What follows belongs to an exercise in optimizing a design on an open flow for small area; a production flow would make more cautious choices. Only simulation tests tie the RTL to the original design; equivalence was not proved.

==> flow/design.v (outline; a module is shown in full before it is edited, if it fits) <==
// module cordic_top: 1311 lines
module cordic_top (
    input  logic               i_clk,
    input  logic               i_reset,
    input  logic               i_valid,
    input  logic signed [31:0] i_x,
    input  logic signed [31:0] i_y,
    input  logic signed [31:0] i_angle,
    output logic               o_valid,
    output logic signed [31:0] o_x,
    output logic signed [31:0] o_y
);
  // ...
==> flow/run.sh <==
#!/bin/bash
# synth_recipe.tcl (not shown) runs the flow's synth.tcl, then flattens the netlist and writes it again
# the make line also repeats each setting of config.mk as NAME=value (left out here)
make -C /OpenROAD-flow-scripts/flow DESIGN_CONFIG=/design/flow/config.mk WORK_HOME=/design/flow/orfs CLKGATE_MAP_FILE= SYNTH_SCRIPT=/design/flow/synth_recipe.tcl finish
==> flow/config.mk <==
export PLATFORM = sky130hd
export DESIGN_NAME = cordic_top
export DESIGN_NICKNAME = cordic_top
export VERILOG_FILES = /design/flow/design.v
export SDC_FILE = /design/flow/constraint.sdc
export NUM_CORES = 4
export LEC_CHECK = 0
export CAP_MARGIN = 20
export CORE_MARGIN = 2
export CORE_UTILIZATION = 60
export GPL_TIMING_DRIVEN = 0
export SLEW_MARGIN = 20
==> flow/constraint.sdc <==
create_clock -name core_clock -period 6.0 [get_ports {i_clk}]
set_input_delay 1.2000 -clock core_clock [delete_from_list [all_inputs] [get_ports {i_clk}]]
set_output_delay 1.2000 -clock core_clock [all_outputs]
set_load 0.01 [all_outputs]
==> results.ini, run 1 <==
[status]
status = failed layout checks
violations = negative setup slack

[yosys]
synth_fa_ha_area_share_pct = 21.91
ys_types = 111
netlist_area_um2 = 101200
syn_inst = 11694
yosysMostFrequentCell = ha_1

[placed_design]
io_buffers = 155

[die]
core_um2 = 167400
die_w_um = 414.7
die_h_um = 414.7

[route]
drt-pass1-iter-count = 6
wl_met1_um = 119200
routed_via_density = 5.665

[sta]
drv_slew = 0
fmax_ghz = 0.1573
worst_pin_slew_ns = 1.232
finalSetupViolations = 9
fin_ws_ns = -0.3580

[clock_tree]
cts.htree.levels = 4
tritoncts = yes

[global_routing]
first_global_vias = 81570

[critical_path]
critPathCapture = y_r22[30]$_DFF_P_
regToRegStartpoint = ex_r20$_DFF_P_

[finish]
top_area_cell_class = multi-input combinational cells
drive_gt1_share_pct = 9.442
multi_input_cells = 9311

==> run 2, diff against run 1 <==
--- a/flow/design.v
+++ b/flow/design.v
@@ -633,48 +633,64 @@
     logic signed [30:0] g3x, gt3x, gs3x;
     assign gs3x = x_r18 >>> 6;
     assign gt3x = gs3x & {31{~ex_r18}};
     assign g3x = 31'(add_c(32'(x_r18), 32'(gt3x), cx_r18 & ~ex_r18));
     logic signed [30:0] g3y, gt3y, gs3y;
     assign gs3y = y_r18 >>> 6;
     assign gt3y = gs3y & {31{~ex_r18}};
     assign g3y = 31'(add_c(32'(y_r18), 32'(gt3y), cy_r18 & ~ex_r18));
+    logic signed [30:0] x_r19;
+    logic signed [30:0] y_r19;
+    logic [0:0] cx_r19;
+    logic [0:0] cy_r19;
+    logic [0:0] flip_r19;
+    logic [0:0] ex_r19;
+    logic [0:0] q1_r19;
+    logic v_r19;
     logic signed [30:0] g4x, gt4x, gs4x;
-    assign gs4x = g3x >>> 9;
-    assign gt4x = gs4x & {31{~ex_r18}};
-    assign g4x = 31'(add_c(32'(g3x), 32'(gt4x), cx_r18 & ~ex_r18));
+    assign gs4x = x_r19 >>> 9;
+    assign gt4x = gs4x & {31{~ex_r19}};
+    assign g4x = 31'(add_c(32'(x_r19), 32'(gt4x), cx_r19 & ~ex_r19));
     logic signed [30:0] g4y, gt4y, gs4y;
-    assign gs4y = g3y >>> 9;
-    assign gt4y = gs4y & {31{~ex_r18}};
-    assign g4y = 31'(add_c(32'(g3y), 32'(gt4y), cy_r18 & ~ex_r18));
+    assign gs4y = y_r19 >>> 9;
+    assign gt4y = gs4y & {31{~ex_r19}};
+    assign g4y = 31'(add_c(32'(y_r19), 32'(gt4y), cy_r19 & ~ex_r19));
     logic signed [30:0] x_r20;
     logic signed [30:0] y_r20;
     logic [0:0] cx_r20;
     logic [0:0] cy_r20;
     logic [0:0] flip_r20;
     logic [0:0] ex_r20;
     logic [0:0] q1_r20;
     logic v_r20;
     logic signed [30:0] g5x, gt5x, gs5x;
     assign gs5x = x_r20 >>> 10;
     assign gt5x = ~gs5x & {31{~ex_r20}};
     assign g5x = 31'(add_c(32'(x_r20), 32'(gt5x), ~cx_r20 & ~ex_r20));
     logic signed [30:0] g5y, gt5y, gs5y;
     assign gs5y = y_r20 >>> 10;
     assign gt5y = ~gs5y & {31{~ex_r20}};
     assign g5y = 31'(add_c(32'(y_r20), 32'(gt5y), ~cy_r20 & ~ex_r20));
+    logic signed [30:0] x_r21;
+    logic signed [30:0] y_r21;
+    logic [0:0] cx_r21;
+    logic [0:0] cy_r21;
+    logic [0:0] flip_r21;
+    logic [0:0] ex_r21;
+    logic [0:0] q1_r21;
+    logic v_r21;
     logic signed [30:0] g6x, gt6x, gs6x;
-    assign gs6x = g5x >>> 11;
-    assign gt6x = ~gs6x & {31{~ex_r20}};
-    assign g6x = 31'(add_c(32'(g5x), 32'(gt6x), ~cx_r20 & ~ex_r20));
+    assign gs6x = x_r21 >>> 11;
+    assign gt6x = ~gs6x & {31{~ex_r21}};
+    assign g6x = 31'(add_c(32'(x_r21), 32'(gt6x), ~cx_r21 & ~ex_r21));
     logic signed [30:0] g6y, gt6y, gs6y;
-    assign gs6y = g5y >>> 11;
-    assign gt6y = ~gs6y & {31{~ex_r20}};
-    assign g6y = 31'(add_c(32'(g5y), 32'(gt6y), ~cy_r20 & ~ex_r20));
+    assign gs6y = y_r21 >>> 11;
+    assign gt6y = ~gs6y & {31{~ex_r21}};
+    assign g6y = 31'(add_c(32'(y_r21), 32'(gt6y), ~cy_r21 & ~ex_r21));
     logic signed [30:0] x_r22;
     logic signed [30:0] y_r22;
     logic [0:0] cx_r22;
     logic [0:0] cy_r22;
     logic [0:0] flip_r22;
     logic [0:0] ex_r22;
     logic [0:0] q1_r22;
     logic v_r22;
@@ -819,62 +835,80 @@
         q1_r16 <= q1_r15;
         x_r18 <= g2x;
         y_r18 <= g2y;
         cx_r18 <= cx_r16;
         cy_r18 <= cy_r16;
         flip_r18 <= flip_r16;
         ex_r18 <= ex_r16;
         q1_r18 <= q1_r16;
+        x_r19 <= g3x;
+        y_r19 <= g3y;
+        cx_r19 <= cx_r18;
+        cy_r19 <= cy_r18;
+        flip_r19 <= flip_r18;
+        ex_r19 <= ex_r18;
+        q1_r19 <= q1_r18;
         x_r20 <= g4x;
         y_r20 <= g4y;
-        cx_r20 <= cx_r18;
-        cy_r20 <= cy_r18;
-        flip_r20 <= flip_r18;
-        ex_r20 <= ex_r18;
-        q1_r20 <= q1_r18;
+        cx_r20 <= cx_r19;
+        cy_r20 <= cy_r19;
+        flip_r20 <= flip_r19;
+        ex_r20 <= ex_r19;
+        q1_r20 <= q1_r19;
+        x_r21 <= g5x;
+        y_r21 <= g5y;
+        cx_r21 <= cx_r20;
+        cy_r21 <= cy_r20;
+        flip_r21 <= flip_r20;
+        ex_r21 <= ex_r20;
+        q1_r21 <= q1_r20;
         x_r22 <= g6x;
         y_r22 <= g6y;
-        cx_r22 <= cx_r20;
-        cy_r22 <= cy_r20;
-        flip_r22 <= flip_r20;
-        ex_r22 <= ex_r20;
-        q1_r22 <= q1_r20;
+        cx_r22 <= cx_r21;
+        cy_r22 <= cy_r21;
+        flip_r22 <= flip_r21;
+        ex_r22 <= ex_r21;
+        q1_r22 <= q1_r21;
     end
     always_ff @(posedge i_clk or negedge i_reset) begin
         if (!i_reset) begin
             v_r1 <= 1'b0;
             v_r3 <= 1'b0;
             v_r4 <= 1'b0;
             v_r6 <= 1'b0;
             v_r7 <= 1'b0;
             v_r9 <= 1'b0;
             v_r10 <= 1'b0;
             v_r12 <= 1'b0;
             v_r13 <= 1'b0;
             v_r15 <= 1'b0;
             v_r16 <= 1'b0;
             v_r18 <= 1'b0;
+            v_r19 <= 1'b0;
             v_r20 <= 1'b0;
+            v_r21 <= 1'b0;
             v_r22 <= 1'b0;
         end else begin
             v_r1 <= i_valid;
             v_r3 <= v_r1;
             v_r4 <= v_r3;
             v_r6 <= v_r4;
             v_r7 <= v_r6;
             v_r9 <= v_r7;
             v_r10 <= v_r9;
             v_r12 <= v_r10;
             v_r13 <= v_r12;
             v_r15 <= v_r13;
             v_r16 <= v_r15;
             v_r18 <= v_r16;
-            v_r20 <= v_r18;
-            v_r22 <= v_r20;
+            v_r19 <= v_r18;
+            v_r20 <= v_r19;
+            v_r21 <= v_r20;
+            v_r22 <= v_r21;
         end
     end
     function automatic logic [31:0] add_c(input logic [31:0] a, input logic [31:0] b, input logic c);
         logic [31:0] p, g, gg, pp;
         p = a ^ b;
         g = a & b;
         g[0] = g[0] | (p[0] & c);
         gg = g; pp = p;
==> flow/config.mk (replaced) <==
export PLATFORM = sky130hd
export DESIGN_NAME = cordic_top
export DESIGN_NICKNAME = cordic_top
export VERILOG_FILES = /design/flow/design.v
export SDC_FILE = /design/flow/constraint.sdc
export NUM_CORES = 4
export LEC_CHECK = 0
export CAP_MARGIN = 20
export CORE_MARGIN = 2
export CORE_UTILIZATION = 45
export GPL_TIMING_DRIVEN = 0
export SLEW_MARGIN = 20
==> results.ini, run 2 <==
[die]
die_h_um = 486.1  ; +17%
ios = 164
die_area_um2 = 236300
initial_core_util_pct = 45.36
core_um2 = 230600  ; +38%
num_rows = 176
die_w_um = 486.1  ; +17%

[finish]
multiInputGateArea_um2 = 74840
syn_to_final_growth_pct = 12.79
drive_gt1_share_pct = 6.894  ; -2.5 points
regArea_um2 = 26620
layout.nets = 14083
fillers = 21485
final_common_cell = ha_1
layout_common_cells = ha_1 (1463), xnor2_1 (1357), dfxtp_1 (1295)
finalInstanceArea_um2 = 118000

[critical_path]
crit_path_end_kind = output port
cp_max_fo = 4
worst_setup_path_start_kind = register
cp_top_family = compound AO/OA/AOI/OAI gates
cpPeakStageDelay_ns = 0.37
crit_buf_inv = 6
worstPathRequired_ns = 4.80
arrival_ns = 4.81
worstPathCellList = xnor2_4 > buf_6 > xnor2_4 > mux2_4 > ha_4 > inv_2 > fa_2 > a21o_1 > a21o_1 > a221oi_4 > o211ai_1 > a41o_1 > o41ai_4 > buf_4 > o221ai_4 > nand2b_4 > buf_4 > buf_6 > a31oi_4 > xnor2_1 > buf_2
crit_type = register to output port
slowest_stage = dfxtp_4

[route]
drc_errors = 0
wl_per_cell_um = 17.53
num_vias = 82112
wirelength_um = 271300
drt-pass1-iter-count = 6  ; unchanged
drtAntennaViolNets = 0
routed_via_density = 5.306  ; -6.3%
drtIter0Drc = 4030

[sta]
period_share_pct = 100.2
skew_ns = 0.03842
fin_ws_ns = -0.01404  ; +0.3439 ns
drv_slew = 0  ; unchanged
finalSetupViolations = 2  ; -7
grt_setup_unrepaired = yes
worst_pin_slew_ns = 1.051  ; -0.1808 ns
fmax_ghz = 0.1663  ; +5.7%
hold_viol_final = 0
relSlewSlack_pct = 29.77
fin_crit_ns = 6.014
whs_ns = 0.3215

[clock_tree]
tritoncts = yes
clk_latency_ns = 0.84
clock_sinks = 1324
numCtsBuffers = 154
cts_max_path_buffers = 3
clkTransAtPathRegs_ns = 0.06
cts.htree.levels = 4  ; unchanged
cts_root_buffer = clkbuf_16

[yosys]
netlist_area_um2 = 104600  ; +3.3%
yosysMostFrequentCell = ha_1
yosys-top-cells-count = ha_1 (1474), xnor2_1 (1384), dfxtp_1 (1308)
synth_top_area_share_pct = 25.04
avgSynthCellArea_um2 = 8.783
post-synth-top-area-cell = dfxtp_1
synth_seq_cells = 1324
syn_nets = 13669
synthArstFlopShare_pct = 1.208
ys_types = 102  ; -8.1%
yosys_warnings = 1
yosys-top-cells-area = dfxtp_1 (25%), ha_1 (18%), xnor2_1 (12%)
synth_ff_type = dfxtp_1
syn_inst = 11908  ; +1.8%
synth-edff-count = 0
seq_area_frac_synth_pct = 25.42

[global_routing]
grtUsageTotal_pct = 22.46
antenna_found_initial = 5
grt-ovfl-total = 0
first_global_vias = 82516  ; +1.2%
grt_max_degree = 20
grt_pass1_wl_um = 433300

[status]
status = failed layout checks
violations = negative setup slack

[placed_design]
gp_congestion = 0.8912
post-place-ws_ns = -1.738
dp_hpwl_um = 225700
io_buffers = 157  ; +1.3%
post_dp_cell_area_um2 = 110000

[worst_hold_path]
hold_path_class = register to register

[run]
max-cap-violations = 0

==> run 2: changes by cell type in the layout (fill, tap and decap cells not counted), sizes merged, moves of 26 or more <==
cell / previous run / this run
o31ai: 34 / 62
dfxtp: 1174 / 1308
nand2: 365 / 421
o21a: 165 / 121
nor2b: 630 / 554
a21o: 375 / 416
a211oi: 60 / 89
nor2: 1048 / 1007
or3: 60 / 86
and2: 112 / 192
buf: 334 / 183
a21oi: 689 / 606
clkbuf: 368 / 416
==> run 2: layout make-up <==
class                   count  share of cell area (%)
plain buffers             265                   1.138
diodes                      2                0.004242
well taps                3026                   3.209
clock buffers             214                   3.740
inverters                 941                   3.007
clock inverters            66                  0.8262
repair buffers            270                   2.072
flip-flops and latches   1324                   22.56
multi-input cells        9366                   63.44
==> run 2: path summary, 6_finish.rpt <==
kind | start | end | slack (ns) | depth (start not counted)
worst max register to register | ex_r7$_DFF_P_ | y_r9[31]$_DFF_P_ | 0.21 | 22
min in group asynchronous | i_reset | v_r21$_DFF_PN0_ | 0.81 | 1
max in group asynchronous | i_reset | v_r13$_DFF_PN0_ | 4.76 | 1
worst max-delay path | cy_r22$_DFF_P_ | o_y[26] | -0.01 | 21
worst min register to register | q1_r9$_DFF_P_ | q1_r10$_DFF_P_ | 0.32 | 0
worst min-delay path | q1_r9$_DFF_P_ | q1_r10$_DFF_P_ | 0.32 | 0
==> run 2: per-stage QoR <==
step / cells / utilization [%] / TNS [ns]
finish: 15474 / 51.17 / -0.02511
global route: 15473 / 51.17 / -1.036
CTS: 15419 / 50.69 / -0.1728
detailed placement: 15094 / 47.73 / -193.39
global placement: 15091 / 47.69 / -183.81
floorplan: 11908 / - / -0.02481
==> run 2: cells by family (layout without fill, tap and decap cells) <==
| logic type | Yosys count | count (layout) | share of synthesized area [%] |
|---|---|---|---|
| AO/OA/AOI/OAI | 2320 | 2320 | 14.71 |
| XOR/XNOR | 2012 | 2012 | 16.99 |
| adder cells (fa/ha/maj) | 1662 | 1662 | 21.23 |
| buffers and inverters | 1218 | 1756 | 4.426 |
| flip-flops | 1324 | 1324 | 25.42 |
| multiplexers | 191 | 191 | 1.853 |
| other | 1 | 3 | 0.003586 |
| AND/OR/NAND/NOR | 3180 | 3180 | 15.36 |
==> run 2: repair_timing <==
item,4_1_cts,5_1_grt
setup endpoints to repair,284,137
pin swaps,56,83
hold buffers,0,0
setup buffers,52,58
gates resized for setup,313,231
==> run 2: per-layer routing <==
metal | track usage, % | wire length (µm)
met5 | 0 | 39
met4 | 6.100 | 6785
met3 | 2.302 | 8519
met2 | 39.39 | 129400
met1 | 29.15 | 126500

-- re-timing with driven ports --
The results above use ideal ports. As a check the final layouts listed here were re-extracted and re-timed, cells and wires unchanged.
Step 1, drivers: a clkbuf_16 drives i_clk and a buf_2 each remaining input, both assumed.
Step 2 also shifts input and output timing later by t, the mid clock arrival at the registers, as if the neighbouring blocks saw the same clock.
a / b / c = no drivers / after step 1 / after step 2; a / b = the first two.
run | shift t [ns] | slack for setup (ns) | worst setup path after step 2 | worst register clock-pin slew, ns
run 1 | 0.861 | -0.358 / -0.376 / -0.652 | input to register | 0.07 / 0.07
run 2 | 0.903 | -0.014 / -0.101 / -0.583 | input to register | 0.07 / 0.07
For run 2, which loses most, drivers alone change the setup slack by -0.087 ns; drivers and shift together by -0.569 ns.
